Context: an optimization exercise on an open-source flow, tuned for small area. The choices shown serve that exercise and are no tape-out recipe.
The RTL was checked by simulation tests, not by an equivalence proof against the original design.
Power is estimated from default activity; no workload was simulated.

## v12
// gpu_top
module gpu_top (
  input  logic                         Clk,
  input  logic                         rst_n,
  input  logic [13-1:0]   s_axi_awaddr,
  input  logic [2:0]                   s_axi_awprot,
  input  logic                         s_axi_awvalid,
  output logic                         s_axi_awready,
  input  logic [32-1:0]   s_axi_wdata,
  input  logic [32/8-1:0] s_axi_wstrb,
  input  logic                         s_axi_wvalid,
  output logic                         s_axi_wready,
  output logic [1:0]                   s_axi_bresp,
  output logic                         s_axi_bvalid,
  input  logic                         s_axi_bready,
  input  logic [13-1:0]   s_axi_araddr,
  input  logic [2:0]                   s_axi_arprot,
  input  logic                         s_axi_arvalid,
  output logic                         s_axi_arready,
  output logic [32-1:0]   s_axi_rdata,
  output logic [1:0]                   s_axi_rresp,
  output logic                         s_axi_rvalid,
  input  logic                         s_axi_rready,
  output logic [3:0]                   red,
  output logic [3:0]                   green,
  output logic [3:0]                   blue,
  output logic                         hsync,
  output logic                         vsync,
  output logic                         vde
);
  function automatic logic [3:0] tile_slot(input logic [3:0] c);
    tile_slot = {~c[0] ^ (c[3:1] == 3'd0), c[3:1]};
  endfunction
  logic [7:0]  h;             
  logic [7:0]  v;             
  logic [15:0] frame_count;
  logic [1:0]  fc_we;
  logic        line_end;
  assign line_end = (h == 8'd143);
  always_ff @(posedge Clk) begin
    if (!rst_n) begin
      h <= '0;
      v <= '0;
  ...
Size: about 4600 cells after synthesis, roughly 3200 flip-flops, roughly 130 I/O pins, about 70000 sq um of cells after synthesis.
make LEC_CHECK=0 ABC_AREA=1 CAP_MARGIN=20 CORE_MARGIN=2 CORE_UTILIZATION=75 CTS_BUF_LIST=sky130_fd_sc_hd__clkbuf_8 CTS_CLUSTER_DIAMETER=40 CTS_CLUSTER_SIZE=20 SLEW_MARGIN=20 finish   # period 10.0 ns
run.sh (not shown) runs the stock make flow with config.mk's settings and CLKGATE_MAP_FILE= SYNTH_SCRIPT=/design/flow/synth_recipe.tcl, a recipe that flattens the netlist after the stock synthesis.
v12 completed; timing, DRC and antenna clean
For v14, these inputs were changed with respect to v12:
Settings: ABC_AREA removed (was 1); CTS_CLUSTER_DIAMETER changed from 40 to 60; CORE_UTILIZATION changed from 75 to 60.
## What came out
Going from v12 to v14, total power consumption of the routed design shrank by a little under 10%.
On final area, v14 does better than v12.
v14 was carried through to the last stage, and its layout satisfied the timing, DRC and antenna checks.
met3 track demand over resource in global routing was lower in v14 than in v12.
v14 does worse than v12 on setup slack.
The final cell count number comes out lower for v14 vs v12.
rdata_q[4] as the capturing instance or port of the critical path was reported by v14, and rdata_q[2] by v12.
Looking at most used routing layer in global routing, the met2 result is from v12; the met1 one comes from v14.
### v14 -> v57
Settings: putting ABC_AREA at 1 where nothing was set; swapping 60 for 75 in CORE_UTILIZATION; swapping 60 for 40 in CTS_CLUSTER_DIAMETER.
==> flow/flow/run.sh (new file) <==
#!/bin/bash
# The standard layout (standard.sh), with two changes: the port buffers are
# the smallest buffer cell, and clock tree synthesis adds no dummy loads.
set -euo pipefail
export BUFFER_PORTS_ARGS="-buffer_cell sky130_fd_sc_hd__buf_1"
export CTS_ARGS="-sink_clustering_enable -repair_clock_nets -dont_use_dummy_load -sink_clustering_size 20 -sink_clustering_max_diameter 40 -buf_list sky130_fd_sc_hd__clkbuf_8"
bash standard.sh finish > standard_flow.log 2>&1
==> flow/standard.sh (new file) <==
#!/bin/bash
# synth_recipe.tcl (not shown) runs the flow's synth.tcl, then flattens the netlist and writes it again
# the make line also repeats each setting of config.mk as NAME=value (left out here)
make -C /OpenROAD-flow-scripts/flow DESIGN_CONFIG=/design/flow/config.mk WORK_HOME=/design/flow/orfs CLKGATE_MAP_FILE= SYNTH_SCRIPT=/design/flow/synth_recipe.tcl "${@:-finish}"
removed: flow/run.sh
[summary]
- v57: flow completed, timing, DRC and antenna clean
- Core utilization was lower in the run labelled v14.
- Going from v14 to v57, shortest clock period the worst path allows after layout moved down; data arrival time of the worst path lost 0.76 ns; post-route clock period utilization now smaller; fraction of the mapped netlist area in compound gates went down.
- Comparing clock tree buffer count of the final layout for v14 and v57, the bigger number came from v57.
What v3 does differently from v57 at the input level:
Settings: swapping 1 for 0 in ABC_AREA; swapping 40 for 60 in CTS_CLUSTER_DIAMETER.
==> flow/run.sh (new file) <==
#!/bin/bash
# synth_recipe.tcl (not shown) runs the flow's synth.tcl, then flattens the netlist and writes it again
# the make line also repeats each setting of config.mk as NAME=value (left out here)
make -C /OpenROAD-flow-scripts/flow DESIGN_CONFIG=/design/flow/config.mk WORK_HOME=/design/flow/orfs CLKGATE_MAP_FILE= SYNTH_SCRIPT=/design/flow/synth_recipe.tcl finish
removed: flow/flow/run.sh
removed: flow/standard.sh
[summary]
When v3 is set beside v57, its combinational share of power turns out to be 1.1 points smaller.
v3 ends up with a clock period minus final worst setup slack that is 0.79 ns higher than in v57.
Looking at global-route layer with the greatest usage, the met1 result is from v3; the met2 one comes from v57.
Min register share of the cell area across v3 and v57: v3
Looking at met2 global-route usage, v3 sits 1.6 points above v57.
Between v3 and v57, the difference in worst endpoint required time is negligible.
Summary of v3 over v57: tightest slew margin relative to the limit -12 points, clock-buffer cell count -15.
Input-level comparison between v59 and v3:
Settings: a change of ABC_AREA from 0 to 1.
==> flow/flow/run.sh (new file) <==
#!/bin/bash
# The standard layout (standard.sh), with two changes: the port buffers are
# the smallest buffer cell, and clock tree synthesis adds no dummy loads.
set -euo pipefail
export BUFFER_PORTS_ARGS="-buffer_cell sky130_fd_sc_hd__buf_1"
export CTS_ARGS="-sink_clustering_enable -repair_clock_nets -dont_use_dummy_load -sink_clustering_size 20 -sink_clustering_max_diameter 60 -buf_list sky130_fd_sc_hd__clkbuf_8"
bash standard.sh finish > standard_flow.log 2>&1
==> flow/standard.sh (new file) <==
#!/bin/bash
# synth_recipe.tcl (not shown) runs the flow's synth.tcl, then flattens the netlist and writes it again
# the make line also repeats each setting of config.mk as NAME=value (left out here)
make -C /OpenROAD-flow-scripts/flow DESIGN_CONFIG=/design/flow/config.mk WORK_HOME=/design/flow/orfs CLKGATE_MAP_FILE= SYNTH_SCRIPT=/design/flow/synth_recipe.tcl "${@:-finish}"
removed: flow/run.sh
### Flow results
v59: flow completed, timing, DRC and antenna clean. Measured against each other, v3 and v59 differ in fraction of power spent switching nets, the higher figure coming from v59. Relative contribution of combinational cells to total power: v3 and v59 compared, higher one is v59. As far as die extent in x is concerned, v59 and v3 perform about the same. v3 vs v59, standard cell with the maximum stage delay on the critical path: sky130_fd_sc_hd__or3_1 vs sky130_fd_sc_hd__nand2_4. [compare] base=v3 new=v59: buffering overhead decreased by 0.80 points relative to the old numbers, sum of met3 wire segment lengths after detailed routing decreased by about 15% relative to the old numbers, peak clock frequency supported by timing increased by 11% relative to the old numbers, worst slack on hold paths decreased by 0.085 ns relative to the old numbers. Re proportion of power drawn by the clock network: v3 and v59 aren't equal, and the lower value belongs to v59.

==> separate check: timing with driven ports <==
How much do the figures lean on ideal ports? The routed layouts below were timed once more, with nothing changed but the port constraints.
Step 1, drivers: a clkbuf_16 drives Clk and a buf_2 each remaining input, both assumed.
Step 2 adds t to the input delays and takes it off the output delays; t is the mean of the earliest and latest rising clock arrival at the registers after step 1. Input paths then give back, and output paths get back, about the clock's delay inside the block.
Three values: no drivers, after step 1, after step 2; two values: the first two.
run	t, ns	slack for setup (ns)	pins driven straight from the clock port
v12	0.963	2.775 / 2.775 / 2.569	1
v14	0.945	2.056 / 2.056 / 2.056	1
v57	0.919	2.814 / 2.814 / 2.814	1
v3	0.939	2.026 / 2.026 / 2.026	1
v59	0.893	2.818 / 2.818 / 2.818	1
After both steps setup and hold are still met in every run listed. For v12, which loses most, drivers alone change the setup slack by 0.000 ns; drivers and shift together by -0.206 ns.
